Source: an optimization exercise on an open RTL-to-GDS flow (aim: small area, a short achievable clock period and few clock cycles per item). Production flows keep margins and buffers that such runs may drop.
No run shown here included a check of the RTL's function; only the layout flow was run.
Power figures rest on the tool's default switching activity, not on a simulated workload.

File: flow/flow/run.sh
#!/bin/bash
# Standard layout, with the smallest plain buffer on the ports.
set -euo pipefail
export BUFFER_PORTS_ARGS="-buffer_cell sky130_fd_sc_hd__buf_1"
bash standard.sh > standard.log 2>&1
File: flow/standard.sh
#!/bin/bash
# synth_recipe.tcl (not shown) runs the flow's synth.tcl, then flattens the netlist and writes it again
# the make line also repeats each setting of config.mk as NAME=value (left out here)
make -C /OpenROAD-flow-scripts/flow DESIGN_CONFIG=/design/flow/config.mk WORK_HOME=/design/flow/orfs CLKGATE_MAP_FILE= SYNTH_SCRIPT=/design/flow/synth_recipe.tcl "${@:-finish}"
File: flow/config.mk
export PLATFORM = sky130hd
export DESIGN_NAME = conv1d_top
export DESIGN_NICKNAME = conv1d_top
export VERILOG_FILES = /design/flow/design.v
export SDC_FILE = /design/flow/constraint.sdc
export NUM_CORES = 4
export LEC_CHECK = 0
export CAP_MARGIN = 20
export CORE_MARGIN = 2
export CORE_UTILIZATION = 40
export SETUP_SLACK_MARGIN = 4.5
export SLEW_MARGIN = 20
export SYNTH_HIERARCHICAL = 1
export SYNTH_MINIMUM_KEEP_SIZE = 0
File: flow/constraint.sdc
create_clock -name core_clock -period 8.0 [get_ports {clk}]
set_input_delay 1.6000 -clock core_clock [delete_from_list [all_inputs] [get_ports {clk}]]
set_output_delay 1.6000 -clock core_clock [all_outputs]
set_load 0.01 [all_outputs]
File: flow/design.v
package conv1d_pkg;
  localparam int ADDR_W   = 7;
  localparam int DATA_W   = 32;
  localparam int SAMPLE_W = 8;
  localparam int NUM_TAPS = 4;
  localparam int COUNT_W  = 7;
  localparam int SUM_W    = 18;
  localparam logic [7:0] REG_CTRL   = 8'h00;
  localparam logic [7:0] REG_STATUS = 8'h04;
  localparam logic [7:0] REG_TAPS   = 8'h08;
  localparam logic [7:0] REG_SRC    = 8'h0C;
  localparam logic [7:0] REG_DST    = 8'h10;
  localparam logic [7:0] REG_COUNT  = 8'h14;
endpackage
module conv1d_fa (
  input  logic a,
  input  logic b,
  input  logic c,
  output logic s,
  output logic co
);
  assign s  = a ^ b ^ c;
  assign co = (a & b) | (a & c) | (b & c);
endmodule
module conv1d_datapath (
  input  logic [3:0][3:0] x_i,
  input  logic [3:0][7:0] t_i,
  input  logic [17:4]   fs_n_i,
  input  logic [17:4]   fc_n_i,
  output logic [17:0]   s_n_o,
  output logic [17:0]   c_n_o
);
  logic [3:0][3:0][7:0] pp;
  always_comb begin
    for (int k = 0; k < 4; k++) begin
      for (int i = 0; i < 4; i++) begin
        for (int j = 0; j < 8; j++) begin
          pp[k][i][j] = ~(x_i[k][i] & t_i[k][j]);
        end
      end
    end
  end
  logic s0, c0, s1, c1, s2, c2, s3, c3;
  logic s4, c4, s5, c5, s6, c6, s7, c7;
  logic s8, c8, s9, c9, s10, c10, s11, c11;
  logic s12, c12, s13, c13, s14, c14, s15, c15;
  logic s16, c16, s17, c17, s18, c18, s19, c19;
  logic s20, c20, s21, c21, s22, c22, s23, c23;
  logic s24, c24, s25, c25, s26, c26, s27, c27;
  logic s28, c28, s29, c29, s30, c30, s31, c31;
  logic s32, c32, s33, c33, s34, c34, s35, c35;
  logic s36, c36, s37, c37, s38, c38, s39, c39;
  logic s40, c40, s41, c41, s42, c42, s43, c43;
  logic s44, c44, s45, c45, s46, c46, s47, c47;
  logic s48, c48, s49, c49, s50, c50, s51, c51;
  logic s52, c52, s53, c53, s54, c54, s55, c55;
  logic s56, c56, s57, c57, s58, c58, s59, c59;
  logic s60, c60, s61, c61, s62, c62, s63, c63;
  logic s64, c64, s65, c65, s66, c66, s67, c67;
  logic s68, c68, s69, c69, s70, c70, s71, c71;
  logic s72, c72, s73, c73, s74, c74, s75, c75;
  logic s76, c76, s77, c77, s78, c78, s79, c79;
  logic s80, c80, s81, c81, s82, c82, s83, c83;
  logic s84, c84, s85, c85, s86, c86, s87, c87;
  logic s88, c88, s89, c89, s90, c90, s91, c91;
  logic s92, c92, s93, c93, s94, c94, s95, c95;
  logic s96, c96, s97, c97, s98, c98, s99, c99;
  logic s100, c100, s101, c101, s102, c102, s103, c103;
  logic s104, c104, s105, c105, s106, c106, s107, c107;
  logic s108, c108, s109, c109, s110, c110, s111, c111;
  logic s112, c112, s113, c113, s114, c114, s115, c115;
  logic s116, c116, s117, c117, s118, c118, s119, c119;
  logic s120, c120, s121, c121, s122, c122, s123, c123;
  logic s124, c124, s125, c125, s126, c126, s127, c127;
  conv1d_fa u_fa1 (.a(pp[0][0][3]), .b(pp[0][1][2]), .c(pp[0][2][1]), .s(s0), .co(c0));
  conv1d_fa u_fa2 (.a(pp[0][3][0]), .b(pp[1][0][3]), .c(pp[1][1][2]), .s(s1), .co(c1));
  conv1d_fa u_fa3 (.a(fs_n_i[4]), .b(fc_n_i[4]), .c(pp[0][0][4]), .s(s2), .co(c2));
  conv1d_fa u_fa4 (.a(pp[0][1][3]), .b(pp[0][2][2]), .c(pp[0][3][1]), .s(s3), .co(c3));
  conv1d_fa u_fa5 (.a(pp[1][0][4]), .b(pp[1][1][3]), .c(pp[1][2][2]), .s(s4), .co(c4));
  conv1d_fa u_fa6 (.a(pp[1][3][1]), .b(pp[2][0][4]), .c(pp[2][1][3]), .s(s5), .co(c5));
  conv1d_fa u_fa7 (.a(fs_n_i[5]), .b(fc_n_i[5]), .c(pp[0][0][5]), .s(s6), .co(c6));
  conv1d_fa u_fa8 (.a(pp[0][1][4]), .b(pp[0][2][3]), .c(pp[0][3][2]), .s(s7), .co(c7));
  conv1d_fa u_fa9 (.a(pp[1][0][5]), .b(pp[1][1][4]), .c(pp[1][2][3]), .s(s8), .co(c8));
  conv1d_fa u_fa10 (.a(pp[1][3][2]), .b(pp[2][0][5]), .c(pp[2][1][4]), .s(s9), .co(c9));
  conv1d_fa u_fa11 (.a(pp[2][2][3]), .b(pp[2][3][2]), .c(pp[3][0][5]), .s(s10), .co(c10));
  conv1d_fa u_fa12 (.a(fs_n_i[6]), .b(fc_n_i[6]), .c(pp[0][0][6]), .s(s11), .co(c11));
  conv1d_fa u_fa13 (.a(pp[0][1][5]), .b(pp[0][2][4]), .c(pp[0][3][3]), .s(s12), .co(c12));
  conv1d_fa u_fa14 (.a(pp[1][0][6]), .b(pp[1][1][5]), .c(pp[1][2][4]), .s(s13), .co(c13));
  conv1d_fa u_fa15 (.a(pp[1][3][3]), .b(pp[2][0][6]), .c(pp[2][1][5]), .s(s14), .co(c14));
  conv1d_fa u_fa16 (.a(pp[2][2][4]), .b(pp[2][3][3]), .c(pp[3][0][6]), .s(s15), .co(c15));
  conv1d_fa u_fa17 (.a(fs_n_i[7]), .b(fc_n_i[7]), .c(pp[0][0][7]), .s(s16), .co(c16));
  conv1d_fa u_fa18 (.a(pp[0][1][6]), .b(pp[0][2][5]), .c(pp[0][3][4]), .s(s17), .co(c17));
  conv1d_fa u_fa19 (.a(pp[1][0][7]), .b(pp[1][1][6]), .c(pp[1][2][5]), .s(s18), .co(c18));
  conv1d_fa u_fa20 (.a(pp[1][3][4]), .b(pp[2][0][7]), .c(pp[2][1][6]), .s(s19), .co(c19));
  conv1d_fa u_fa21 (.a(pp[2][2][5]), .b(pp[2][3][4]), .c(pp[3][0][7]), .s(s20), .co(c20));
  conv1d_fa u_fa22 (.a(fs_n_i[8]), .b(fc_n_i[8]), .c(pp[0][1][7]), .s(s21), .co(c21));
  conv1d_fa u_fa23 (.a(pp[0][2][6]), .b(pp[0][3][5]), .c(pp[1][1][7]), .s(s22), .co(c22));
  conv1d_fa u_fa24 (.a(pp[1][2][6]), .b(pp[1][3][5]), .c(pp[2][1][7]), .s(s23), .co(c23));
  conv1d_fa u_fa25 (.a(pp[0][0][2]), .b(pp[0][1][1]), .c(pp[0][2][0]), .s(s24), .co(c24));
  conv1d_fa u_fa26 (.a(pp[1][0][2]), .b(pp[1][1][1]), .c(pp[1][2][0]), .s(s25), .co(c25));
  conv1d_fa u_fa27 (.a(pp[1][2][1]), .b(pp[1][3][0]), .c(pp[2][0][3]), .s(s26), .co(c26));
  conv1d_fa u_fa28 (.a(pp[2][1][2]), .b(pp[2][2][1]), .c(pp[2][3][0]), .s(s27), .co(c27));
  conv1d_fa u_fa29 (.a(pp[3][0][3]), .b(pp[3][1][2]), .c(pp[3][2][1]), .s(s28), .co(c28));
  conv1d_fa u_fa30 (.a(pp[2][2][2]), .b(pp[2][3][1]), .c(pp[3][0][4]), .s(s29), .co(c29));
  conv1d_fa u_fa31 (.a(pp[3][1][3]), .b(pp[3][2][2]), .c(pp[3][3][1]), .s(s30), .co(c30));
  conv1d_fa u_fa32 (.a(c0), .b(c1), .c(s2), .s(s31), .co(c31));
  conv1d_fa u_fa33 (.a(pp[3][1][4]), .b(pp[3][2][3]), .c(pp[3][3][2]), .s(s32), .co(c32));
  conv1d_fa u_fa34 (.a(c2), .b(c3), .c(c4), .s(s33), .co(c33));
  conv1d_fa u_fa35 (.a(c5), .b(s6), .c(s7), .s(s34), .co(c34));
  conv1d_fa u_fa36 (.a(pp[3][1][5]), .b(pp[3][2][4]), .c(pp[3][3][3]), .s(s35), .co(c35));
  conv1d_fa u_fa37 (.a(c6), .b(c7), .c(c8), .s(s36), .co(c36));
  conv1d_fa u_fa38 (.a(c9), .b(c10), .c(s11), .s(s37), .co(c37));
  conv1d_fa u_fa39 (.a(s12), .b(s13), .c(s14), .s(s38), .co(c38));
  conv1d_fa u_fa40 (.a(pp[3][1][6]), .b(pp[3][2][5]), .c(pp[3][3][4]), .s(s39), .co(c39));
  conv1d_fa u_fa41 (.a(c11), .b(c12), .c(c13), .s(s40), .co(c40));
  conv1d_fa u_fa42 (.a(c14), .b(c15), .c(s16), .s(s41), .co(c41));
  conv1d_fa u_fa43 (.a(s17), .b(s18), .c(s19), .s(s42), .co(c42));
  conv1d_fa u_fa44 (.a(pp[2][2][6]), .b(pp[2][3][5]), .c(pp[3][1][7]), .s(s43), .co(c43));
  conv1d_fa u_fa45 (.a(pp[3][2][6]), .b(pp[3][3][5]), .c(c16), .s(s44), .co(c44));
  conv1d_fa u_fa46 (.a(c17), .b(c18), .c(c19), .s(s45), .co(c45));
  conv1d_fa u_fa47 (.a(c20), .b(s21), .c(s22), .s(s46), .co(c46));
  conv1d_fa u_fa48 (.a(fs_n_i[9]), .b(fc_n_i[9]), .c(pp[0][2][7]), .s(s47), .co(c47));
  conv1d_fa u_fa49 (.a(pp[0][3][6]), .b(pp[1][2][7]), .c(pp[1][3][6]), .s(s48), .co(c48));
  conv1d_fa u_fa50 (.a(pp[2][2][7]), .b(pp[2][3][6]), .c(pp[3][2][7]), .s(s49), .co(c49));
  conv1d_fa u_fa51 (.a(pp[3][3][6]), .b(c21), .c(c22), .s(s50), .co(c50));
  conv1d_fa u_fa52 (.a(fs_n_i[10]), .b(fc_n_i[10]), .c(pp[0][3][7]), .s(s51), .co(c51));
  conv1d_fa u_fa53 (.a(pp[0][0][1]), .b(pp[0][1][0]), .c(pp[1][0][1]), .s(s52), .co(c52));
  conv1d_fa u_fa54 (.a(pp[2][0][2]), .b(pp[2][1][1]), .c(pp[2][2][0]), .s(s53), .co(c53));
  conv1d_fa u_fa55 (.a(pp[3][0][2]), .b(pp[3][1][1]), .c(pp[3][2][0]), .s(s54), .co(c54));
  conv1d_fa u_fa56 (.a(pp[3][3][0]), .b(c24), .c(c25), .s(s55), .co(c55));
  conv1d_fa u_fa57 (.a(s26), .b(s27), .c(s28), .s(s56), .co(c56));
  conv1d_fa u_fa58 (.a(c26), .b(c27), .c(c28), .s(s57), .co(c57));
  conv1d_fa u_fa59 (.a(s29), .b(s30), .c(s3), .s(s58), .co(c58));
  conv1d_fa u_fa60 (.a(s4), .b(s5), .c(s31), .s(s59), .co(c59));
  conv1d_fa u_fa61 (.a(c29), .b(c30), .c(s32), .s(s60), .co(c60));
  conv1d_fa u_fa62 (.a(s8), .b(s9), .c(s10), .s(s61), .co(c61));
  conv1d_fa u_fa63 (.a(c31), .b(s33), .c(s34), .s(s62), .co(c62));
  conv1d_fa u_fa64 (.a(c32), .b(s35), .c(s15), .s(s63), .co(c63));
  conv1d_fa u_fa65 (.a(c33), .b(c34), .c(s36), .s(s64), .co(c64));
  conv1d_fa u_fa66 (.a(s37), .b(s38), .c(1'b1), .s(s65), .co(c65));
  conv1d_fa u_fa67 (.a(c35), .b(s39), .c(s20), .s(s66), .co(c66));
  conv1d_fa u_fa68 (.a(c36), .b(c37), .c(c38), .s(s67), .co(c67));
  conv1d_fa u_fa69 (.a(s40), .b(s41), .c(s42), .s(s68), .co(c68));
  conv1d_fa u_fa70 (.a(c39), .b(s43), .c(s23), .s(s69), .co(c69));
  conv1d_fa u_fa71 (.a(c40), .b(c41), .c(c42), .s(s70), .co(c70));
  conv1d_fa u_fa72 (.a(s44), .b(s45), .c(s46), .s(s71), .co(c71));
  conv1d_fa u_fa73 (.a(c43), .b(c23), .c(s47), .s(s72), .co(c72));
  conv1d_fa u_fa74 (.a(s48), .b(s49), .c(c44), .s(s73), .co(c73));
  conv1d_fa u_fa75 (.a(c45), .b(c46), .c(s50), .s(s74), .co(c74));
  conv1d_fa u_fa76 (.a(pp[1][3][7]), .b(pp[2][3][7]), .c(pp[3][3][7]), .s(s75), .co(c75));
  conv1d_fa u_fa77 (.a(c47), .b(c48), .c(c49), .s(s76), .co(c76));
  conv1d_fa u_fa78 (.a(s51), .b(c50), .c(1'b1), .s(s77), .co(c77));
  conv1d_fa u_fa79 (.a(pp[1][1][0]), .b(pp[2][0][1]), .c(pp[2][1][0]), .s(s78), .co(c78));
  conv1d_fa u_fa80 (.a(c52), .b(s53), .c(s54), .s(s79), .co(c79));
  conv1d_fa u_fa81 (.a(c53), .b(c54), .c(s0), .s(s80), .co(c80));
  conv1d_fa u_fa82 (.a(s1), .b(s55), .c(s56), .s(s81), .co(c81));
  conv1d_fa u_fa83 (.a(c55), .b(c56), .c(s57), .s(s82), .co(c82));
  conv1d_fa u_fa84 (.a(s58), .b(s59), .c(1'b1), .s(s83), .co(c83));
  conv1d_fa u_fa85 (.a(c57), .b(c58), .c(s60), .s(s84), .co(c84));
  conv1d_fa u_fa86 (.a(s61), .b(c59), .c(s62), .s(s85), .co(c85));
  conv1d_fa u_fa87 (.a(c60), .b(c61), .c(s63), .s(s86), .co(c86));
  conv1d_fa u_fa88 (.a(c62), .b(s64), .c(s65), .s(s87), .co(c87));
  conv1d_fa u_fa89 (.a(c63), .b(s66), .c(c64), .s(s88), .co(c88));
  conv1d_fa u_fa90 (.a(c65), .b(s67), .c(s68), .s(s89), .co(c89));
  conv1d_fa u_fa91 (.a(c66), .b(s69), .c(c67), .s(s90), .co(c90));
  conv1d_fa u_fa92 (.a(c68), .b(s70), .c(s71), .s(s91), .co(c91));
  conv1d_fa u_fa93 (.a(c69), .b(s72), .c(c70), .s(s92), .co(c92));
  conv1d_fa u_fa94 (.a(s73), .b(c71), .c(s74), .s(s93), .co(c93));
  conv1d_fa u_fa95 (.a(s75), .b(c72), .c(s76), .s(s94), .co(c94));
  conv1d_fa u_fa96 (.a(c73), .b(c74), .c(s77), .s(s95), .co(c95));
  conv1d_fa u_fa97 (.a(fs_n_i[11]), .b(fc_n_i[11]), .c(c75), .s(s96), .co(c96));
  conv1d_fa u_fa98 (.a(c51), .b(c76), .c(c77), .s(s97), .co(c97));
  conv1d_fa u_fa99 (.a(pp[0][0][0]), .b(pp[1][0][0]), .c(pp[2][0][0]), .s(s98), .co(c98));
  conv1d_fa u_fa100 (.a(pp[3][0][1]), .b(pp[3][1][0]), .c(s78), .s(s99), .co(c99));
  conv1d_fa u_fa101 (.a(c78), .b(s24), .c(s25), .s(s100), .co(c100));
  conv1d_fa u_fa102 (.a(c79), .b(s80), .c(s81), .s(s101), .co(c101));
  conv1d_fa u_fa103 (.a(c80), .b(c81), .c(s82), .s(s102), .co(c102));
  conv1d_fa u_fa104 (.a(c82), .b(s84), .c(c83), .s(s103), .co(c103));
  conv1d_fa u_fa105 (.a(c84), .b(s86), .c(c85), .s(s104), .co(c104));
  conv1d_fa u_fa106 (.a(c86), .b(s88), .c(c87), .s(s105), .co(c105));
  conv1d_fa u_fa107 (.a(c88), .b(s90), .c(c89), .s(s106), .co(c106));
  conv1d_fa u_fa108 (.a(c90), .b(s92), .c(c91), .s(s107), .co(c107));
  conv1d_fa u_fa109 (.a(s94), .b(c92), .c(c93), .s(s108), .co(c108));
  conv1d_fa u_fa110 (.a(s96), .b(c94), .c(c95), .s(s109), .co(c109));
  conv1d_fa u_fa111 (.a(fs_n_i[12]), .b(fc_n_i[12]), .c(c96), .s(s110), .co(c110));
  conv1d_fa u_fa112 (.a(c98), .b(s52), .c(s99), .s(s111), .co(c111));
  conv1d_fa u_fa113 (.a(c99), .b(s100), .c(s79), .s(s112), .co(c112));
  conv1d_fa u_fa114 (.a(c100), .b(s101), .c(1'b1), .s(s113), .co(c113));
  conv1d_fa u_fa115 (.a(c101), .b(s102), .c(s83), .s(s114), .co(c114));
  conv1d_fa u_fa116 (.a(c102), .b(s85), .c(s103), .s(s115), .co(c115));
  conv1d_fa u_fa117 (.a(s87), .b(c103), .c(s104), .s(s116), .co(c116));
  conv1d_fa u_fa118 (.a(s89), .b(c104), .c(s105), .s(s117), .co(c117));
  conv1d_fa u_fa119 (.a(s91), .b(c105), .c(s106), .s(s118), .co(c118));
  conv1d_fa u_fa120 (.a(s93), .b(c106), .c(s107), .s(s119), .co(c119));
  conv1d_fa u_fa121 (.a(s95), .b(c107), .c(s108), .s(s120), .co(c120));
  conv1d_fa u_fa122 (.a(s97), .b(c108), .c(s109), .s(s121), .co(c121));
  conv1d_fa u_fa123 (.a(s110), .b(c97), .c(c109), .s(s122), .co(c122));
  conv1d_fa u_fa124 (.a(fs_n_i[13]), .b(fc_n_i[13]), .c(c110), .s(s123), .co(c123));
  conv1d_fa u_fa125 (.a(fs_n_i[14]), .b(fc_n_i[14]), .c(1'b1), .s(s124), .co(c124));
  conv1d_fa u_fa126 (.a(fs_n_i[15]), .b(fc_n_i[15]), .c(1'b1), .s(s125), .co(c125));
  conv1d_fa u_fa127 (.a(fs_n_i[16]), .b(fc_n_i[16]), .c(1'b1), .s(s126), .co(c126));
  conv1d_fa u_fa128 (.a(fs_n_i[17]), .b(fc_n_i[17]), .c(1'b1), .s(s127), .co(c127));
  assign s_n_o[0] = pp[3][0][0];
  assign c_n_o[0] = s98;
  assign s_n_o[1] = s111;
  assign c_n_o[1] = 1'b1;
  assign s_n_o[2] = c111;
  assign c_n_o[2] = s112;
  assign s_n_o[3] = c112;
  assign c_n_o[3] = s113;
  assign s_n_o[4] = c113;
  assign c_n_o[4] = s114;
  assign s_n_o[5] = c114;
  assign c_n_o[5] = s115;
  assign s_n_o[6] = c115;
  assign c_n_o[6] = s116;
  assign s_n_o[7] = c116;
  assign c_n_o[7] = s117;
  assign s_n_o[8] = c117;
  assign c_n_o[8] = s118;
  assign s_n_o[9] = c118;
  assign c_n_o[9] = s119;
  assign s_n_o[10] = c119;
  assign c_n_o[10] = s120;
  assign s_n_o[11] = c120;
  assign c_n_o[11] = s121;
  assign s_n_o[12] = c121;
  assign c_n_o[12] = s122;
  assign s_n_o[13] = s123;
  assign c_n_o[13] = c122;
  assign s_n_o[14] = s124;
  assign c_n_o[14] = c123;
  assign s_n_o[15] = c124;
  assign c_n_o[15] = s125;
  assign s_n_o[16] = c125;
  assign c_n_o[16] = s126;
  assign s_n_o[17] = c126;
  assign c_n_o[17] = s127;
endmodule
`timescale 1ns/1ps
module conv1d_top (
  input  logic        clk,
  input  logic        rst_n,
  input  logic        psel_i,
  input  logic        penable_i,
  input  logic        pwrite_i,
  input  logic [7:0]  paddr_i,
  input  logic [31:0] pwdata_i,
  output logic [31:0] prdata_o,
  output logic        pready_o,
  output logic        pslverr_o,
  output logic        mem_req_o,
  output logic        mem_we_o,
  output logic [6:0]  mem_addr_o,
  output logic [31:0] mem_wdata_o,
  input  logic [31:0] mem_rdata_i,
  output logic        done_o
);
  localparam int SW = conv1d_pkg::SUM_W;
  logic sel_ctrl_q, sel_stat_q, sel_taps_q, sel_src_q, sel_dst_q, sel_cnt_q, bad_q;
  always_ff @(posedge clk) begin
    sel_ctrl_q <= (paddr_i == conv1d_pkg::REG_CTRL);
    sel_stat_q <= (paddr_i == conv1d_pkg::REG_STATUS);
    sel_taps_q <= (paddr_i == conv1d_pkg::REG_TAPS);
    sel_src_q  <= (paddr_i == conv1d_pkg::REG_SRC);
    sel_dst_q  <= (paddr_i == conv1d_pkg::REG_DST);
    sel_cnt_q  <= (paddr_i == conv1d_pkg::REG_COUNT);
    bad_q      <= !(paddr_i == conv1d_pkg::REG_CTRL  || paddr_i == conv1d_pkg::REG_STATUS ||
                    paddr_i == conv1d_pkg::REG_TAPS  || paddr_i == conv1d_pkg::REG_SRC ||
                    paddr_i == conv1d_pkg::REG_DST   || paddr_i == conv1d_pkg::REG_COUNT);
  end
  logic wr;
  assign wr        = psel_i & penable_i & pwrite_i;
  assign pready_o  = 1'b1;
  assign pslverr_o = bad_q;
  logic [31:0] taps_q;
  logic [6:0]  src_q, dst_q, cnt_q;
  always_ff @(posedge clk or posedge rst_n) begin
    if (rst_n) begin
      taps_q <= '0;
      src_q  <= '0;
      dst_q  <= '0;
      cnt_q  <= '0;
    end else begin
      if (wr && sel_taps_q) taps_q <= pwdata_i;
      if (wr && sel_src_q)  src_q  <= pwdata_i[6:0];
      if (wr && sel_dst_q)  dst_q  <= pwdata_i[6:0];
      if (wr && sel_cnt_q)  cnt_q  <= pwdata_i[6:0];
    end
  end
  logic       run_q;      
  logic       done_q;
  logic       req_q, we_q;
  logic       ph_q;       
  logic [1:0] fs_q;       
  logic [6:0] wl_q;       
  logic [6:0] rdp_q, wrp_q;
  logic       rv_q;       
  logic start, setup_start, idle;
  logic spec_q;           
  assign start       = wr & sel_ctrl_q & pwdata_i[0] & ~run_q;
  assign setup_start = psel_i & ~penable_i & pwrite_i & (paddr_i == conv1d_pkg::REG_CTRL) &
                       pwdata_i[0] & ~run_q & (cnt_q != '0);
  assign idle        = ~run_q & ~spec_q;
  logic       rd_now, wr_now;
  logic [6:0] wl_d;
  assign rd_now = req_q & ~we_q;
  assign wr_now = req_q & we_q;
  assign wl_d   = wl_q - {6'd0, wr_now};
  logic nx_rd, nx_wr, last;
  always_comb begin
    nx_rd = 1'b0;
    nx_wr = 1'b0;
    last  = 1'b0;
    if (run_q || (start && spec_q)) begin
      if (!ph_q) begin
        nx_rd = fs_q[1] || (wl_d > ((fs_q == 2'd1) ? 7'd1 : 7'd2));
      end else if (fs_q == 2'd3) begin
        nx_rd = 1'b1;
      end else if (fs_q == 2'd0) begin
        nx_wr = 1'b1;
        last  = (wl_q == 7'd1);
      end
    end
  end
  always_ff @(posedge clk or posedge rst_n) begin
    if (rst_n) begin
      run_q  <= 1'b0;
      done_q <= 1'b0;
      req_q  <= 1'b0;
      spec_q <= 1'b0;
    end else begin
      spec_q <= setup_start;
      if (start) begin
        run_q  <= (cnt_q != '0);
        done_q <= (cnt_q == '0);
      end else if (last) begin
        run_q  <= 1'b0;
        done_q <= 1'b1;
      end
      req_q <= setup_start | (start & ~spec_q & (cnt_q != '0)) | nx_rd | nx_wr;
    end
  end
  logic ph_d;
  assign ph_d = idle ? 1'b0 : ~ph_q;
  always_ff @(posedge clk) ph_q <= ph_d;
  always_ff @(posedge clk) begin
    rv_q <= rd_now;
    if (idle) begin
      we_q  <= 1'b0;
      fs_q  <= 2'd3;
      wl_q  <= cnt_q;
      rdp_q <= src_q;
      wrp_q <= dst_q;
    end else begin
      we_q <= nx_wr;
      if (ph_q && fs_q != 2'd0) fs_q <= fs_q - 2'd1;
      wl_q <= wl_d;
      if (rd_now) rdp_q <= rdp_q + 7'd1;
      if (wr_now) wrp_q <= wrp_q + 7'd1;
    end
  end
  assign mem_req_o  = req_q;
  assign mem_we_o   = we_q;
  assign mem_addr_o = we_q ? wrp_q : rdp_q;
  logic [3:0][7:0] w_q;
  logic [3:0][7:0] w_src;
  always_comb begin
    for (int k = 0; k < 3; k++) w_src[k] = rv_q ? w_q[k+1] : w_q[k];
    w_src[3] = rv_q ? (ph_q ? {mem_rdata_i[3:0], mem_rdata_i[7:4]} : mem_rdata_i[7:0]) : w_q[3];
  end
  always_ff @(posedge clk) begin
    for (int k = 0; k < 4; k++) w_q[k] <= {w_src[k][3:0], w_src[k][7:4]};
  end
  logic [3:0][3:0] xn;
  always_comb begin
    for (int k = 0; k < 4; k++) xn[k] = w_q[k][3:0];
  end
  logic [SW-1:0] s_n_q, c_n_q, s_n_d, c_n_d;
  conv1d_datapath u_dp (
    .x_i    (xn),
    .t_i    (taps_q),
    .fs_n_i (s_n_q[SW-5:0] | {(SW-4){ph_q}}),
    .fc_n_i (c_n_q[SW-5:0] | {(SW-4){ph_q}}),
    .s_n_o  (s_n_d),
    .c_n_o  (c_n_d)
  );
  always_ff @(posedge clk) begin
    s_n_q <= s_n_d;
    c_n_q <= c_n_d;
  end
  logic [SW-1:0] res_q;
  always_ff @(posedge clk) begin
    res_q <= ~(s_n_q + c_n_q + SW'(1));
  end
  assign mem_wdata_o = {{(32-SW){1'b0}}, res_q};
  always_comb begin
    prdata_o = '0;
    prdata_o |= {32{sel_taps_q}} & taps_q;
    prdata_o[6:0] |= ({7{sel_src_q}} & src_q) | ({7{sel_dst_q}} & dst_q) | ({7{sel_cnt_q}} & cnt_q);
    prdata_o[1:0] |= {2{sel_stat_q}} & {done_q, run_q};
  end
  assign done_o = done_q;
endmodule
==> flow_summary.toml, run 1 <==
[outcome]
status = "no timing/DRC/antenna violations"

[setup_path]
required_ns = 8.30
reg2reg_depth = 8
cp-start-kind = "flop"
path_buf_inv = 1
path_delay_family = "adder cells"
r2r_start = "ph_q"
end_kind = "flop"
cp.arrival_ns = 3.96
cp_slowest_cell = "fa_2"
cp_slowest_stage_delay_ns = 0.55
cpMostUsedCell = "fa_2"
criticalPathCategory = "reg2reg"
rrSetupSlack_ns = 4.35
path_max_fanout = 7
path_cells = "buf_4, or2_4, fa_2, fa_2, fa_2, fa_2, fa_2, fa_2"
r2r-end = "c_n_q[9]"

[placed_design]
globalplace.congestion = 0.842
place_area_um2 = 11400
dp_hpwl_um = 19100
dp_cells = 1356
port_buffers = 113

[power_and_ir_drop]
irDropWorstVdd_mv = 0.102
power_mw = 2.25
power.density_nw_per_um2 = 185
leakagePower_nw = 4.26

[clocking]
clk_path_buf_depth = 2
cts-root-buf = "clkbuf_16"
clock_sinks = 176
numCtsBuffers = 17
cts_tree = "done"
htree_num_levels = 4
cts.clk_slew.worst_paths_ns = 0.08
insertion_delay_ns = 0.44

[sta]
maxSlewViolCount = 0
grt_setup_unrepaired = "true"
setup_violations = 0
period_minus_slack_ns = 3.65
tightestPinTransition_ns = 0.869
hold_violations = 0
fmax_mhz = 274
clock_skew_ns = 0.0200
fin_crit_sh = 0.457
relSlewSlack = 0.419
finalSetupTns_ns = 0

[finish]
postLayoutCellArea_um2 = 12200
drive_gt1_frac = 0.224
finalNetCount = 1272
num_antenna_cells = 0
final_core_util = 0.450
multiInputGateArea_um2 = 6600
num-fill-cells = 2540
seq_area_um2 = 3990
fin_cells = 1393
area_growth_pct = 9.81

[floorplanning]
rows = 60
fp.dieW_um = 170
dieArea_um2 = 29000
die_h_um = 170
start_util = 0.409
io_pins = 153
coreArea_um2 = 27000

[global_routing]
grt_use_total = 0.181
grt_max_degree = 58
gr-total-overflow = 0
grt_pass1_wl_um = 40200
grt_pass1_vias = 7380
antenna_found_initial = 0

[synthesis]
synth_top_area_frac = 0.233
synthCells = 970
yosysMostFrequentCell = "nand2_1"
synth_edf_count = 14
yosys-top-cells-count = "nand2_1 (158), fa_1 (129), dfxtp_1 (105)"
ys_top_cells_by_area = "fa_1 (23%), dfxtp_1 (19%), dfrtp_1 (13%), mux2_2 (9.0%), nand2_1 (5.4%)"
synth.distinct_cells = 64
ys_warn_count = 8
synth.largest_area_cell = "fa_1"
synthArstFlopShare = 0.324
yosysSeqAreaShare = 0.357
ys_seq_elements = 176
syn-mean-instance-area_um2 = 11.4
synthFlopType = "dfxtp_1"
syn_area_um2 = 11100

[detailed_routing]
drtPass1Iterations = 5
ant_nets = 0
drc_errors = 0
routed_wl_um = 24800
viasPerCell = 5.05
initialDrtViolationCount = 425
wl_per_cell_um = 17.8
num_vias = 7041

[flow_run]
drv_cap = 0

[hold_path]
whs_endpoint = "w_q[1]"
hold_class = "reg2reg"
hold_path_depth = 1
min_from = "w_q[5]"
==> logic make-up (layout without fill, tap and decap cells) <==
logic type      Yosys count  after routing  share of synthesized area
mux                      98             98                     0.0986
flops                   176            176                      0.357
other cells               3             24                    0.00102
simple gates            309            309                      0.135
fa+ha+maj               156            156                      0.264
buf+inv                 105            166                     0.0638
xor+xnor                 31             31                     0.0245
compound gates           92             92                     0.0564
==> worst max-delay path by stage <==
| stage | startpoint | endpoint | depth (start not counted) |
|---|---|---|---|
| 2_1_floorplan | ph_q | c_n_q[6] | 10 |
| 3_3_place_gp | ph_q | c_n_q[7] | 7 |
| 3_5_place_dp | ph_q | c_n_q[7] | 7 |
| 4_1_cts | ph_q | c_n_q[5] | 8 |
| 5_1_grt | ph_q | c_n_q[9] | 8 |
| 6_report | ph_q | c_n_q[9] | 8 |
==> modules after synthesis (local to each module, per instance) <==
module,flip-flops and latches,area (um^2),cells inside,times used
conv1d_datapath,0,935,181,1
conv1d_top,176,7570,661,1
conv1d_fa,0,20.0,1,128
==> flip-flops by register name, indices dropped and copies added, names as in the netlist, 7 cells and up <==
signal / cells
taps_q: 32
w_q: 32
c_n_q: 18
res_q: 18
s_n_q: 18
cnt_q: 7
dst_q: 7
rdp_q: 7
src_q: 7
wl_q: 7
wrp_q: 7
==> per-layer routing <==
layer,up-vias,GRT usage,wire (um)
li1,3290,-,-
met1,3529,0.263,12200
met2,199,0.274,10900
met3,23,0.0372,1330
met4,0,0.0546,395
met5,-,0,0
==> metrics by stage <==
stage / setup WS [ns] / hold WS (ns)
after floorplan: 4.20 / 0.434
after global placement: 3.98 / 0.438
after detailed placement: 3.96 / 0.450
after CTS: 4.35 / 0.460
after global routing: 4.30 / 0.476
final: 4.35 / 0.458
==> area by class of cell <==
| type | count | area share |
|---|---|---|
| clock buffer | 18 | 0.0353 |
| clock inverter | 14 | 0.0132 |
| inverter | 13 | 0.00402 |
| multi-input combinational | 710 | 0.543 |
| sequential | 176 | 0.329 |
| tap | 341 | 0.0351 |
| timing repair buffer | 121 | 0.0408 |
==> repair_timing <==
action                                  in CTS  in global routing
endpoints found under the setup margin      50                 14
buffers inserted                             5                  0
resized for setup                           27                 18
hold buffers                                 0                  0
hold endpoints to repair                     0                  0
pin swaps                                    9                  8
==> where the power goes <==
part	total (mW)	switching, mW	internal (mW)
clock network	0.840	0.418	0.422
registers	0.995	0.0319	0.963
logic	0.415	0.233	0.182
==> placed cells by master, fill, tap and decap left out, drive strengths merged, types with 4 or more instances in the layout <==
master | Yosys | layout
nand2 | 158 | 158
fa | 129 | 129
buf | 74 | 121
dfxtp | 105 | 105
mux2 | 88 | 88
dfrtp | 57 | 57
nor2 | 42 | 42
a21oi | 35 | 35
or2 | 30 | 30
ha | 27 | 27
and2 | 27 | 27
conb | 3 | 24
inv | 13 | 22
xnor2 | 20 | 20
clkbuf | 18 | 18
edfxtp | 14 | 14
o21ai | 13 | 13
a22oi | 12 | 12
xor2 | 11 | 11
mux2i | 10 | 10
nand3 | 9 | 9
and3 | 8 | 8
nor2b | 7 | 7
nand2b | 5 | 5
o211ai | 5 | 5
nor3b | 5 | 5
clkinv | 0 | 5
nor3 | 4 | 4
==> run 2, diff against run 1 <==
--- a/flow/design.v
+++ b/flow/design.v
@@ -74,82 +74,82 @@
   logic s124, c124, s125, c125, s126, c126, s127, c127;
   conv1d_fa u_fa1 (.a(pp[0][0][3]), .b(pp[0][1][2]), .c(pp[0][2][1]), .s(s0), .co(c0));
   conv1d_fa u_fa2 (.a(pp[0][3][0]), .b(pp[1][0][3]), .c(pp[1][1][2]), .s(s1), .co(c1));
-  conv1d_fa u_fa3 (.a(fs_n_i[4]), .b(fc_n_i[4]), .c(pp[0][0][4]), .s(s2), .co(c2));
-  conv1d_fa u_fa4 (.a(pp[0][1][3]), .b(pp[0][2][2]), .c(pp[0][3][1]), .s(s3), .co(c3));
-  conv1d_fa u_fa5 (.a(pp[1][0][4]), .b(pp[1][1][3]), .c(pp[1][2][2]), .s(s4), .co(c4));
-  conv1d_fa u_fa6 (.a(pp[1][3][1]), .b(pp[2][0][4]), .c(pp[2][1][3]), .s(s5), .co(c5));
-  conv1d_fa u_fa7 (.a(fs_n_i[5]), .b(fc_n_i[5]), .c(pp[0][0][5]), .s(s6), .co(c6));
-  conv1d_fa u_fa8 (.a(pp[0][1][4]), .b(pp[0][2][3]), .c(pp[0][3][2]), .s(s7), .co(c7));
-  conv1d_fa u_fa9 (.a(pp[1][0][5]), .b(pp[1][1][4]), .c(pp[1][2][3]), .s(s8), .co(c8));
-  conv1d_fa u_fa10 (.a(pp[1][3][2]), .b(pp[2][0][5]), .c(pp[2][1][4]), .s(s9), .co(c9));
-  conv1d_fa u_fa11 (.a(pp[2][2][3]), .b(pp[2][3][2]), .c(pp[3][0][5]), .s(s10), .co(c10));
-  conv1d_fa u_fa12 (.a(fs_n_i[6]), .b(fc_n_i[6]), .c(pp[0][0][6]), .s(s11), .co(c11));
-  conv1d_fa u_fa13 (.a(pp[0][1][5]), .b(pp[0][2][4]), .c(pp[0][3][3]), .s(s12), .co(c12));
-  conv1d_fa u_fa14 (.a(pp[1][0][6]), .b(pp[1][1][5]), .c(pp[1][2][4]), .s(s13), .co(c13));
-  conv1d_fa u_fa15 (.a(pp[1][3][3]), .b(pp[2][0][6]), .c(pp[2][1][5]), .s(s14), .co(c14));
-  conv1d_fa u_fa16 (.a(pp[2][2][4]), .b(pp[2][3][3]), .c(pp[3][0][6]), .s(s15), .co(c15));
-  conv1d_fa u_fa17 (.a(fs_n_i[7]), .b(fc_n_i[7]), .c(pp[0][0][7]), .s(s16), .co(c16));
-  conv1d_fa u_fa18 (.a(pp[0][1][6]), .b(pp[0][2][5]), .c(pp[0][3][4]), .s(s17), .co(c17));
-  conv1d_fa u_fa19 (.a(pp[1][0][7]), .b(pp[1][1][6]), .c(pp[1][2][5]), .s(s18), .co(c18));
-  conv1d_fa u_fa20 (.a(pp[1][3][4]), .b(pp[2][0][7]), .c(pp[2][1][6]), .s(s19), .co(c19));
-  conv1d_fa u_fa21 (.a(pp[2][2][5]), .b(pp[2][3][4]), .c(pp[3][0][7]), .s(s20), .co(c20));
-  conv1d_fa u_fa22 (.a(fs_n_i[8]), .b(fc_n_i[8]), .c(pp[0][1][7]), .s(s21), .co(c21));
-  conv1d_fa u_fa23 (.a(pp[0][2][6]), .b(pp[0][3][5]), .c(pp[1][1][7]), .s(s22), .co(c22));
-  conv1d_fa u_fa24 (.a(pp[1][2][6]), .b(pp[1][3][5]), .c(pp[2][1][7]), .s(s23), .co(c23));
+  conv1d_fa u_fa3 (.a(pp[0][0][4]), .b(pp[0][1][3]), .c(pp[0][2][2]), .s(s2), .co(c2));
+  conv1d_fa u_fa4 (.a(pp[0][3][1]), .b(pp[1][0][4]), .c(pp[1][1][3]), .s(s3), .co(c3));
+  conv1d_fa u_fa5 (.a(pp[1][2][2]), .b(pp[1][3][1]), .c(pp[2][0][4]), .s(s4), .co(c4));
+  conv1d_fa u_fa6 (.a(pp[2][1][3]), .b(pp[2][2][2]), .c(pp[2][3][1]), .s(s5), .co(c5));
+  conv1d_fa u_fa7 (.a(pp[0][0][5]), .b(pp[0][1][4]), .c(pp[0][2][3]), .s(s6), .co(c6));
+  conv1d_fa u_fa8 (.a(pp[0][3][2]), .b(pp[1][0][5]), .c(pp[1][1][4]), .s(s7), .co(c7));
+  conv1d_fa u_fa9 (.a(pp[1][2][3]), .b(pp[1][3][2]), .c(pp[2][0][5]), .s(s8), .co(c8));
+  conv1d_fa u_fa10 (.a(pp[2][1][4]), .b(pp[2][2][3]), .c(pp[2][3][2]), .s(s9), .co(c9));
+  conv1d_fa u_fa11 (.a(pp[3][0][5]), .b(pp[3][1][4]), .c(pp[3][2][3]), .s(s10), .co(c10));
+  conv1d_fa u_fa12 (.a(pp[0][0][6]), .b(pp[0][1][5]), .c(pp[0][2][4]), .s(s11), .co(c11));
+  conv1d_fa u_fa13 (.a(pp[0][3][3]), .b(pp[1][0][6]), .c(pp[1][1][5]), .s(s12), .co(c12));
+  conv1d_fa u_fa14 (.a(pp[1][2][4]), .b(pp[1][3][3]), .c(pp[2][0][6]), .s(s13), .co(c13));
+  conv1d_fa u_fa15 (.a(pp[2][1][5]), .b(pp[2][2][4]), .c(pp[2][3][3]), .s(s14), .co(c14));
+  conv1d_fa u_fa16 (.a(pp[3][0][6]), .b(pp[3][1][5]), .c(pp[3][2][4]), .s(s15), .co(c15));
+  conv1d_fa u_fa17 (.a(pp[0][0][7]), .b(pp[0][1][6]), .c(pp[0][2][5]), .s(s16), .co(c16));
+  conv1d_fa u_fa18 (.a(pp[0][3][4]), .b(pp[1][0][7]), .c(pp[1][1][6]), .s(s17), .co(c17));
+  conv1d_fa u_fa19 (.a(pp[1][2][5]), .b(pp[1][3][4]), .c(pp[2][0][7]), .s(s18), .co(c18));
+  conv1d_fa u_fa20 (.a(pp[2][1][6]), .b(pp[2][2][5]), .c(pp[2][3][4]), .s(s19), .co(c19));
+  conv1d_fa u_fa21 (.a(pp[3][0][7]), .b(pp[3][1][6]), .c(pp[3][2][5]), .s(s20), .co(c20));
+  conv1d_fa u_fa22 (.a(pp[0][1][7]), .b(pp[0][2][6]), .c(pp[0][3][5]), .s(s21), .co(c21));
+  conv1d_fa u_fa23 (.a(pp[1][1][7]), .b(pp[1][2][6]), .c(pp[1][3][5]), .s(s22), .co(c22));
+  conv1d_fa u_fa24 (.a(pp[2][1][7]), .b(pp[2][2][6]), .c(pp[2][3][5]), .s(s23), .co(c23));
   conv1d_fa u_fa25 (.a(pp[0][0][2]), .b(pp[0][1][1]), .c(pp[0][2][0]), .s(s24), .co(c24));
   conv1d_fa u_fa26 (.a(pp[1][0][2]), .b(pp[1][1][1]), .c(pp[1][2][0]), .s(s25), .co(c25));
   conv1d_fa u_fa27 (.a(pp[1][2][1]), .b(pp[1][3][0]), .c(pp[2][0][3]), .s(s26), .co(c26));
   conv1d_fa u_fa28 (.a(pp[2][1][2]), .b(pp[2][2][1]), .c(pp[2][3][0]), .s(s27), .co(c27));
   conv1d_fa u_fa29 (.a(pp[3][0][3]), .b(pp[3][1][2]), .c(pp[3][2][1]), .s(s28), .co(c28));
-  conv1d_fa u_fa30 (.a(pp[2][2][2]), .b(pp[2][3][1]), .c(pp[3][0][4]), .s(s29), .co(c29));
-  conv1d_fa u_fa31 (.a(pp[3][1][3]), .b(pp[3][2][2]), .c(pp[3][3][1]), .s(s30), .co(c30));
+  conv1d_fa u_fa30 (.a(pp[3][0][4]), .b(pp[3][1][3]), .c(pp[3][2][2]), .s(s29), .co(c29));
+  conv1d_fa u_fa31 (.a(pp[3][3][1]), .b(fs_n_i[4]), .c(fc_n_i[4]), .s(s30), .co(c30));
   conv1d_fa u_fa32 (.a(c0), .b(c1), .c(s2), .s(s31), .co(c31));
-  conv1d_fa u_fa33 (.a(pp[3][1][4]), .b(pp[3][2][3]), .c(pp[3][3][2]), .s(s32), .co(c32));
+  conv1d_fa u_fa33 (.a(pp[3][3][2]), .b(fs_n_i[5]), .c(fc_n_i[5]), .s(s32), .co(c32));
   conv1d_fa u_fa34 (.a(c2), .b(c3), .c(c4), .s(s33), .co(c33));
   conv1d_fa u_fa35 (.a(c5), .b(s6), .c(s7), .s(s34), .co(c34));
-  conv1d_fa u_fa36 (.a(pp[3][1][5]), .b(pp[3][2][4]), .c(pp[3][3][3]), .s(s35), .co(c35));
+  conv1d_fa u_fa36 (.a(pp[3][3][3]), .b(fs_n_i[6]), .c(fc_n_i[6]), .s(s35), .co(c35));
   conv1d_fa u_fa37 (.a(c6), .b(c7), .c(c8), .s(s36), .co(c36));
   conv1d_fa u_fa38 (.a(c9), .b(c10), .c(s11), .s(s37), .co(c37));
   conv1d_fa u_fa39 (.a(s12), .b(s13), .c(s14), .s(s38), .co(c38));
-  conv1d_fa u_fa40 (.a(pp[3][1][6]), .b(pp[3][2][5]), .c(pp[3][3][4]), .s(s39), .co(c39));
+  conv1d_fa u_fa40 (.a(pp[3][3][4]), .b(fs_n_i[7]), .c(fc_n_i[7]), .s(s39), .co(c39));
   conv1d_fa u_fa41 (.a(c11), .b(c12), .c(c13), .s(s40), .co(c40));
   conv1d_fa u_fa42 (.a(c14), .b(c15), .c(s16), .s(s41), .co(c41));
   conv1d_fa u_fa43 (.a(s17), .b(s18), .c(s19), .s(s42), .co(c42));
-  conv1d_fa u_fa44 (.a(pp[2][2][6]), .b(pp[2][3][5]), .c(pp[3][1][7]), .s(s43), .co(c43));
-  conv1d_fa u_fa45 (.a(pp[3][2][6]), .b(pp[3][3][5]), .c(c16), .s(s44), .co(c44));
+  conv1d_fa u_fa44 (.a(pp[3][1][7]), .b(pp[3][2][6]), .c(pp[3][3][5]), .s(s43), .co(c43));
+  conv1d_fa u_fa45 (.a(fs_n_i[8]), .b(fc_n_i[8]), .c(c16), .s(s44), .co(c44));
   conv1d_fa u_fa46 (.a(c17), .b(c18), .c(c19), .s(s45), .co(c45));
   conv1d_fa u_fa47 (.a(c20), .b(s21), .c(s22), .s(s46), .co(c46));
-  conv1d_fa u_fa48 (.a(fs_n_i[9]), .b(fc_n_i[9]), .c(pp[0][2][7]), .s(s47), .co(c47));
-  conv1d_fa u_fa49 (.a(pp[0][3][6]), .b(pp[1][2][7]), .c(pp[1][3][6]), .s(s48), .co(c48));
-  conv1d_fa u_fa50 (.a(pp[2][2][7]), .b(pp[2][3][6]), .c(pp[3][2][7]), .s(s49), .co(c49));
-  conv1d_fa u_fa51 (.a(pp[3][3][6]), .b(c21), .c(c22), .s(s50), .co(c50));
-  conv1d_fa u_fa52 (.a(fs_n_i[10]), .b(fc_n_i[10]), .c(pp[0][3][7]), .s(s51), .co(c51));
+  conv1d_fa u_fa48 (.a(pp[0][2][7]), .b(pp[0][3][6]), .c(pp[1][2][7]), .s(s47), .co(c47));
+  conv1d_fa u_fa49 (.a(pp[1][3][6]), .b(pp[2][2][7]), .c(pp[2][3][6]), .s(s48), .co(c48));
+  conv1d_fa u_fa50 (.a(pp[3][2][7]), .b(pp[3][3][6]), .c(fs_n_i[9]), .s(s49), .co(c49));
+  conv1d_fa u_fa51 (.a(fc_n_i[9]), .b(c21), .c(c22), .s(s50), .co(c50));
+  conv1d_fa u_fa52 (.a(pp[0][3][7]), .b(pp[1][3][7]), .c(pp[2][3][7]), .s(s51), .co(c51));
   conv1d_fa u_fa53 (.a(pp[0][0][1]), .b(pp[0][1][0]), .c(pp[1][0][1]), .s(s52), .co(c52));
   conv1d_fa u_fa54 (.a(pp[2][0][2]), .b(pp[2][1][1]), .c(pp[2][2][0]), .s(s53), .co(c53));
   conv1d_fa u_fa55 (.a(pp[3][0][2]), .b(pp[3][1][1]), .c(pp[3][2][0]), .s(s54), .co(c54));
   conv1d_fa u_fa56 (.a(pp[3][3][0]), .b(c24), .c(c25), .s(s55), .co(c55));
   conv1d_fa u_fa57 (.a(s26), .b(s27), .c(s28), .s(s56), .co(c56));
   conv1d_fa u_fa58 (.a(c26), .b(c27), .c(c28), .s(s57), .co(c57));
-  conv1d_fa u_fa59 (.a(s29), .b(s30), .c(s3), .s(s58), .co(c58));
-  conv1d_fa u_fa60 (.a(s4), .b(s5), .c(s31), .s(s59), .co(c59));
-  conv1d_fa u_fa61 (.a(c29), .b(c30), .c(s32), .s(s60), .co(c60));
-  conv1d_fa u_fa62 (.a(s8), .b(s9), .c(s10), .s(s61), .co(c61));
+  conv1d_fa u_fa59 (.a(s29), .b(s3), .c(s4), .s(s58), .co(c58));
+  conv1d_fa u_fa60 (.a(s5), .b(s30), .c(s31), .s(s59), .co(c59));
+  conv1d_fa u_fa61 (.a(c29), .b(s8), .c(s9), .s(s60), .co(c60));
+  conv1d_fa u_fa62 (.a(s10), .b(c30), .c(s32), .s(s61), .co(c61));
   conv1d_fa u_fa63 (.a(c31), .b(s33), .c(s34), .s(s62), .co(c62));
-  conv1d_fa u_fa64 (.a(c32), .b(s35), .c(s15), .s(s63), .co(c63));
+  conv1d_fa u_fa64 (.a(s15), .b(c32), .c(s35), .s(s63), .co(c63));
   conv1d_fa u_fa65 (.a(c33), .b(c34), .c(s36), .s(s64), .co(c64));
   conv1d_fa u_fa66 (.a(s37), .b(s38), .c(1'b1), .s(s65), .co(c65));
-  conv1d_fa u_fa67 (.a(c35), .b(s39), .c(s20), .s(s66), .co(c66));
+  conv1d_fa u_fa67 (.a(s20), .b(c35), .c(s39), .s(s66), .co(c66));
   conv1d_fa u_fa68 (.a(c36), .b(c37), .c(c38), .s(s67), .co(c67));
   conv1d_fa u_fa69 (.a(s40), .b(s41), .c(s42), .s(s68), .co(c68));
-  conv1d_fa u_fa70 (.a(c39), .b(s43), .c(s23), .s(s69), .co(c69));
+  conv1d_fa u_fa70 (.a(s43), .b(s23), .c(c39), .s(s69), .co(c69));
   conv1d_fa u_fa71 (.a(c40), .b(c41), .c(c42), .s(s70), .co(c70));
   conv1d_fa u_fa72 (.a(s44), .b(s45), .c(s46), .s(s71), .co(c71));
   conv1d_fa u_fa73 (.a(c43), .b(c23), .c(s47), .s(s72), .co(c72));
   conv1d_fa u_fa74 (.a(s48), .b(s49), .c(c44), .s(s73), .co(c73));
   conv1d_fa u_fa75 (.a(c45), .b(c46), .c(s50), .s(s74), .co(c74));
-  conv1d_fa u_fa76 (.a(pp[1][3][7]), .b(pp[2][3][7]), .c(pp[3][3][7]), .s(s75), .co(c75));
-  conv1d_fa u_fa77 (.a(c47), .b(c48), .c(c49), .s(s76), .co(c76));
-  conv1d_fa u_fa78 (.a(s51), .b(c50), .c(1'b1), .s(s77), .co(c77));
+  conv1d_fa u_fa76 (.a(pp[3][3][7]), .b(fs_n_i[10]), .c(fc_n_i[10]), .s(s75), .co(c75));
+  conv1d_fa u_fa77 (.a(c47), .b(c48), .c(s51), .s(s76), .co(c76));
+  conv1d_fa u_fa78 (.a(c49), .b(c50), .c(1'b1), .s(s77), .co(c77));
   conv1d_fa u_fa79 (.a(pp[1][1][0]), .b(pp[2][0][1]), .c(pp[2][1][0]), .s(s78), .co(c78));
   conv1d_fa u_fa80 (.a(c52), .b(s53), .c(s54), .s(s79), .co(c79));
   conv1d_fa u_fa81 (.a(c53), .b(c54), .c(s0), .s(s80), .co(c80));
@@ -164,12 +164,12 @@
   conv1d_fa u_fa90 (.a(c65), .b(s67), .c(s68), .s(s89), .co(c89));
   conv1d_fa u_fa91 (.a(c66), .b(s69), .c(c67), .s(s90), .co(c90));
   conv1d_fa u_fa92 (.a(c68), .b(s70), .c(s71), .s(s91), .co(c91));
-  conv1d_fa u_fa93 (.a(c69), .b(s72), .c(c70), .s(s92), .co(c92));
+  conv1d_fa u_fa93 (.a(s72), .b(c69), .c(c70), .s(s92), .co(c92));
   conv1d_fa u_fa94 (.a(s73), .b(c71), .c(s74), .s(s93), .co(c93));
   conv1d_fa u_fa95 (.a(s75), .b(c72), .c(s76), .s(s94), .co(c94));
   conv1d_fa u_fa96 (.a(c73), .b(c74), .c(s77), .s(s95), .co(c95));
-  conv1d_fa u_fa97 (.a(fs_n_i[11]), .b(fc_n_i[11]), .c(c75), .s(s96), .co(c96));
-  conv1d_fa u_fa98 (.a(c51), .b(c76), .c(c77), .s(s97), .co(c97));
+  conv1d_fa u_fa97 (.a(fs_n_i[11]), .b(fc_n_i[11]), .c(c51), .s(s96), .co(c96));
+  conv1d_fa u_fa98 (.a(c75), .b(c76), .c(c77), .s(s97), .co(c97));
   conv1d_fa u_fa99 (.a(pp[0][0][0]), .b(pp[1][0][0]), .c(pp[2][0][0]), .s(s98), .co(c98));
   conv1d_fa u_fa100 (.a(pp[3][0][1]), .b(pp[3][1][0]), .c(s78), .s(s99), .co(c99));
   conv1d_fa u_fa101 (.a(c78), .b(s24), .c(s25), .s(s100), .co(c100));
--- a/flow/config.mk
+++ b/flow/config.mk
@@ -8,6 +8,9 @@
 export CAP_MARGIN = 20
 export CORE_MARGIN = 2
 export CORE_UTILIZATION = 40
+export CTS_BUF_LIST = sky130_fd_sc_hd__clkbuf_8
+export CTS_CLUSTER_DIAMETER = 50
+export CTS_CLUSTER_SIZE = 20
 export SETUP_SLACK_MARGIN = 4.5
 export SLEW_MARGIN = 20
 export SYNTH_HIERARCHICAL = 1
==> run 2 against run 1 <==
Net effect:
- still clean on timing, DRC and antenna
- critical path depth is 1 lower
- synthesized cell count stayed put
- sequential share of layout area is 0.43 points higher
- clock power is 24% lower
- cell count is 1.6% higher
- via count is 0.53% higher
- total power is 9.6% lower
- design area is 0.18% lower
- maximum frequency is 2.9% higher
- critical path type unchanged
- highest routed layer unchanged
==> flow_summary.toml, run 2 <==
[outcome]
status = "no timing/DRC/antenna violations"

[synthesis]
syn_area_um2 = 11100
synthCells = 970
syn-mean-instance-area_um2 = 11.4
synth.distinct_cells = 64
synth_top_area_frac = 0.233
ys_top_cells_by_area = "fa_1 (23%), dfxtp_1 (19%), dfrtp_1 (13%), mux2_2 (9.0%), nand2_1 (5.4%)"
synthArstFlopShare = 0.324
yosysSeqAreaShare = 0.357
yosys-top-cells-count = "nand2_1 (158), fa_1 (129), dfxtp_1 (105)"
synth_edf_count = 14
synthFlopType = "dfxtp_1"
ys_warn_count = 8
ys_seq_elements = 176
yosysMostFrequentCell = "nand2_1"
synth.largest_area_cell = "fa_1"

[setup_path]
r2r_start = "taps_q[2]"
required_ns = 8.35
end_kind = "flop"
r2r-end = "c_n_q[5]"
cp.arrival_ns = 3.90
cp-start-kind = "flop"
reg2reg_depth = 7
criticalPathCategory = "reg2reg"
path_max_fanout = 4
rrSetupSlack_ns = 4.45

[clocking]
cts-root-buf = "clkbuf_8"
insertion_delay_ns = 0.48
cts_hold_buf = 0
cts_tree = "done"
htree_num_levels = 4
cts.clk_slew.worst_paths_ns = 0.11
clk_path_buf_depth = 2
clock_sinks = 176
numCtsBuffers = 17

[flow_run]
drv_cap = 0

[placed_design]
dp_cells = 1357
place_ws_ns = 4.16
globalplace.congestion = 0.880
dp_hpwl_um = 18400
port_buffers = 113

[sta]
fin_crit_sh = 0.444
period_minus_slack_ns = 3.55
finalSetupTns_ns = 0
clock_skew_ns = 0.0231
fmax_mhz = 282
setup_violations = 0
tightestPinTransition_ns = 0.794
hold_violations = 0
maxSlewViolCount = 0
relSlewSlack = 0.471
grt_setup_unrepaired = "true"
setup_ws_ns = 4.45

[finish]
final_cell_mix = "nand2_1 (155), buf_1 (113), fa_1 (110)"
finalNetCount = 1294
reg.largest.list = "taps_q: 32 flops, w_q: 32 flops"
area_growth_pct = 9.62
drive_gt1_frac = 0.239
num_antenna_cells = 0
fin_cells = 1415
num-fill-cells = 2634
final_common_cell = "nand2_1"

[hold_path]
min_from = "w_q[6]"
whs_endpoint = "w_q[2]"
hold_class = "reg2reg"
hold_path_depth = 1

[floorplanning]
dieArea_um2 = 29000
start_util = 0.409
rows = 60
fp.dieW_um = 170
die_h_um = 170
io_pins = 153
coreArea_um2 = 27000

[detailed_routing]
ant_nets = 0
drtPass1Iterations = 6
viasPerCell = 5.00
routed_wl_um = 23800
num_vias = 7078
initialDrtViolationCount = 378
wl_per_cell_um = 16.8
drc_errors = 0

[global_routing]
grt_pass1_wl_um = 39100
grt_max_degree = 58
antenna_found_initial = 0
grt_pass1_vias = 7386
grt_use_total = 0.174
gr-total-overflow = 0

[power_and_ir_drop]
power.density_nw_per_um2 = 168
leakagePower_nw = 4.28
irDropWorstVdd_mv = 0.0746
power_mw = 2.03
## run 2: logic make-up (layout without fill, tap and decap cells)
family / count (synthesis) / in the layout / synth area share
muxes: 98 / 98 / 0.0986
xor gates and xnor gates: 31 / 31 / 0.0245
buffers and inverters: 105 / 188 / 0.0638
and+or+nand+nor: 309 / 309 / 0.135
AOI/OAI and AO/OA: 92 / 92 / 0.0564
adders and majority gates: 156 / 156 / 0.264
other: 3 / 24 / 0.00102
DFF: 176 / 176 / 0.357
## run 2: per-module statistics from Yosys, one instance, submodules excluded
module | cells inside | cell area, um^2 | copies in the design | flip-flops and latches
conv1d_top | 661 | 7570 | 1 | 176
conv1d_fa | 1 | 20.0 | 128 | 0
conv1d_datapath | 181 | 935 | 1 | 0
## run 2: stage by stage
step	instance area, um^2	utilization	hold WS [ns]
after floorplan	11200	-	0.434
after global placement	11400	0.421	0.440
after detailed placement	11400	0.421	0.443
after CTS	12000	0.443	0.462
after global routing	12100	0.449	0.475
final	12100	0.449	0.460
## run 2: what timing repair did
item | CTS | global route
setup buffers | 11 | 15
gates resized for setup | 50 | 27
pin swaps | 3 | 12
setup endpoints to repair | 48 | 14
## run 2: power by group
group	internal (mW)	total [mW]	switching (mW)
Combinational	0.179	0.410	0.231
Clock	0.241	0.635	0.394
Sequential	0.959	0.989	0.0304
## run 2: how the worst max path moves through the flow
stage	slack, ns	end	from
floorplan	4.48	c_n_q[7]	w_q[19]
global placement	4.19	c_n_q[7]	ph_q
detailed placement	4.16	c_n_q[5]	ph_q
CTS	4.46	c_n_q[5]	taps_q[3]
global route	4.38	c_n_q[5]	taps_q[3]
finish	4.45	c_n_q[5]	taps_q[2]
## run 2: layer usage
layer	global-route usage	up-vias	part of all wire
met5	0	-	0
met4	0.0494	0	0.016
met3	0.0351	21	0.057
met2	0.267	212	0.44
met1	0.251	3512	0.49
li1	-	3333	-
## run 2: critical path, cell delays in order (launching register included)
cell and delay (ns):
dfrtp_2 0.44, nand2_2 0.08, fa_1 0.51, fa_1 0.61
fa_2 0.45, fa_2 0.36, fa_2 0.57, fa_1 0.42
## run 2: cell type report
class	instances	area [um^2]	share of cell area
clock inverters	15	184	0.0152
repair buffers	143	653	0.0538
multi-input cells	710	6550	0.540
well taps	341	427	0.0352
clock buffers	17	234	0.0193
flip-flops and latches	176	4040	0.333
inverters	13	48.8	0.00402
==> run 3, diff against run 2 <==
--- a/flow/config.mk
+++ b/flow/config.mk
@@ -8,9 +8,6 @@
 export CAP_MARGIN = 20
 export CORE_MARGIN = 2
 export CORE_UTILIZATION = 40
-export CTS_BUF_LIST = sky130_fd_sc_hd__clkbuf_8
-export CTS_CLUSTER_DIAMETER = 50
-export CTS_CLUSTER_SIZE = 20
 export SETUP_SLACK_MARGIN = 4.5
 export SLEW_MARGIN = 20
 export SYNTH_HIERARCHICAL = 1
==> run 3 against run 2 <==
Net effect:
- still clean on timing, DRC and antenna
- setup slack lost 0.021 ns
- die area did not move
- cell count unchanged
- count of clock-buffer cells in the layout unchanged
- clock power up 34%
- global-route usage is essentially flat
- critical endpoint unchanged
- largest power group unchanged
==> flow_summary.toml, run 3 <==
[flow_run]
drv_cap = 0

[synthesis]
synth_edf_count = 14
yosysMostFrequentCell = "nand2_1"
yosysSeqAreaShare = 0.357
synth_top_area_frac = 0.233
synth.largest_area_cell = "fa_1"
syn-mean-instance-area_um2 = 11.4
syn_area_um2 = 11100
synth.distinct_cells = 64
synthFlopType = "dfxtp_1"
ys_seq_elements = 176
ys_warn_count = 8
yosys-top-cells-count = "nand2_1 (158), fa_1 (129), dfxtp_1 (105)"
synthCells = 970
ys_top_cells_by_area = "fa_1 (23%), dfxtp_1 (19%), dfrtp_1 (13%), mux2_2 (9.0%), nand2_1 (5.4%)"
synthArstFlopShare = 0.324

[finish]
final_common_cell = "nand2_1"
num-fill-cells = 2601
final_cell_mix = "nand2_1 (154), buf_1 (113), fa_1 (110)"
finalNetCount = 1294
multiInputGateArea_um2 = 6550
seq_area_um2 = 4040
num_antenna_cells = 0
drive_gt1_frac = 0.241
area_growth_pct = 11.4
fin_cells = 1415
reg.largest.list = "taps_q: 32 flops, w_q: 32 flops"
postLayoutCellArea_um2 = 12300
final_core_util = 0.456

[setup_path]
reg2reg_depth = 7
r2r-end = "c_n_q[5]"
cp_slowest_cell = "fa_1"
cp-startpoint = "taps_q[2]"
path_max_fanout = 5
end_kind = "flop"
required_ns = 8.31
rrSetupSlack_ns = 4.43
cp.arrival_ns = 3.88
r2r_start = "taps_q[2]"
path_delay_family = "adder cells"
cp.depth = 7
cp-start-kind = "flop"
cp_slowest_stage_delay_ns = 0.61
cpMostUsedCell = "fa_1"
path_cells = "nand2_2, fa_1, fa_1, fa_2, fa_2, fa_1, fa_1"
critPathCapture = "c_n_q[5]"
path_buf_inv = 0
criticalPathCategory = "reg2reg"

[clocking]
clock_sinks = 176
insertion_delay_ns = 0.44
cts.clk_slew.worst_paths_ns = 0.08
cts-root-buf = "clkbuf_16"
htree_num_levels = 4
cts_tree = "done"
numCtsBuffers = 17
clk_path_buf_depth = 2

[floorplanning]
die_h_um = 170
coreArea_um2 = 27000
rows = 60
dieArea_um2 = 29000
fp.dieW_um = 170
start_util = 0.409
io_pins = 153

[sta]
tightestPinTransition_ns = 0.792
setup_violations = 0
grt_setup_unrepaired = "true"
maxSlewViolCount = 0
fin_crit_sh = 0.446
relSlewSlack = 0.472
period_minus_slack_ns = 3.57
finalSetupTns_ns = 0
fmax_mhz = 280
hold_violations = 0
clock_skew_ns = 0.0182

[detailed_routing]
wl_per_cell_um = 16.8
num_vias = 7103
routed_wl_um = 23800
drc_errors = 0
drtPass1Iterations = 6
initialDrtViolationCount = 399
ant_nets = 0
viasPerCell = 5.02

[power_and_ir_drop]
irDropWorstVdd_mv = 0.112
switching_share = 0.305
power.density_nw_per_um2 = 182
combPwrFrac = 0.182
seqPwrFrac = 0.440
pwr-share-clk = 0.378
power_mw = 2.25
p_sw_mw = 0.685
leakagePower_nw = 4.36
internal_power_mw = 1.56

[global_routing]
grt_use_total = 0.174
grt_pass1_vias = 7395
antenna_found_initial = 0
gr-total-overflow = 0
grt_max_degree = 58
grt_pass1_wl_um = 39200

[hold_path]
hold_class = "reg2reg"
hold_path_depth = 1

[placed_design]
globalplace.congestion = 0.880
place_area_um2 = 11400
dp_hpwl_um = 18400
port_buffers = 113
dp_cells = 1357

[outcome]
status = "no timing/DRC/antenna violations"
[run 3: cell counts after synthesis]
Identical to the previous run, type by type.
[run 3: logic make-up after synthesis]
family	Yosys count	share of synthesized area
other	3	0.00102
buffers and inverters	105	0.0638
AND/OR/NAND/NOR	309	0.135
XOR/XNOR	31	0.0245
adder cells (fa/ha/maj)	156	0.264
multiplexers	98	0.0986
AO/OA/AOI/OAI	92	0.0564
flip-flops	176	0.357
[run 3: how the worst min path moves through the flow]
stage             end   start  slack (ns)
2_1_floorplan  w_q[0]  w_q[4]        0.43
5_1_grt        w_q[2]  w_q[6]        0.47
3_3_place_gp   w_q[2]  w_q[6]        0.44
4_1_cts        w_q[2]  w_q[6]        0.46
6_report       w_q[2]  w_q[6]        0.45
3_5_place_dp   w_q[0]  w_q[4]        0.44
[run 3: timing repair]
item                                    CTS  global route
hold buffers                              0             0
buffers inserted                          5            21
gates resized for setup                  42            37
hold endpoints to repair                  0             0
pin swaps                                 1            13
endpoints found under the setup margin   48            13
[run 3: layout make-up]
type | instances | area share
inverters | 13 | 0.00396
repair buffers | 143 | 0.0530
multi-input cells | 710 | 0.531
well taps | 341 | 0.0346
clock inverters | 15 | 0.0149
clock buffers | 17 | 0.0345
flip-flops and latches | 176 | 0.328
[run 3: metal layers]
| metal | vias to the layer above | GRT usage | routed length (um) |
|---|---|---|---|
| met5 | - | 0 | 0 |
| met1 | 3527 | 0.249 | 11500 |
| met4 | 0 | 0.0412 | 249 |
| li1 | 3352 | - | - |
| met2 | 206 | 0.272 | 10600 |
| met3 | 18 | 0.0379 | 1370 |
[run 3: power groups by stage]
stage | clock, mW | sequential, mW | combinational (mW)
detailed placement | 0 | 1.01 | 0.408
finish | 0.849 | 0.990 | 0.409
CTS | 0.870 | 0.993 | 0.411
floorplan | 0 | 1.03 | 0.332
global route | 0.907 | 0.997 | 0.463
global placement | 0 | 1.01 | 0.402
[run 3: through the flow]
stage,worst slack (ns),hold WS [ns]
finish,4.43,0.454
global route,4.41,0.471
CTS,4.44,0.459
floorplan,4.48,0.434
detailed placement,4.16,0.443
global placement,4.19,0.440
[run 3: modules after synthesis, one instance, submodules excluded]
| module | cells | cell area, um^2 | copies in the design | flip-flops and latches |
|---|---|---|---|---|
| conv1d_fa | 1 | 20.0 | 128 | 0 |
| conv1d_top | 661 | 7570 | 1 | 176 |
| conv1d_datapath | 181 | 935 | 1 | 0 |

re-timing with driven ports:
Ports are ideal in the flow. The routed layouts listed here were re-timed in OpenROAD. Step 1: set_driving_cell puts a clkbuf_16 on clk and a buf_2 on each other input, an assumption about the parent block. Step 2, shift: input delay + t, output delay - t, t = (earliest + latest rising clock arrival at the registers) / 2. This alone moves slack from input paths to output paths. Three values: no drivers, after step 1, after step 2; two values: the first two.
| run | t (ns) | slack for setup (ns) | latest minus earliest clock arrival (ns) |
|---|---|---|---|
| run 1 | 0.477 | 4.348 / 4.348 / 4.348 | 0.020 / 0.020 |
| run 2 | 0.512 | 4.449 / 4.449 / 4.449 | 0.024 / 0.023 |
| run 3 | 0.479 | 4.429 / 4.429 / 4.429 | 0.022 / 0.022 |
After both steps every run listed still meets setup and hold.
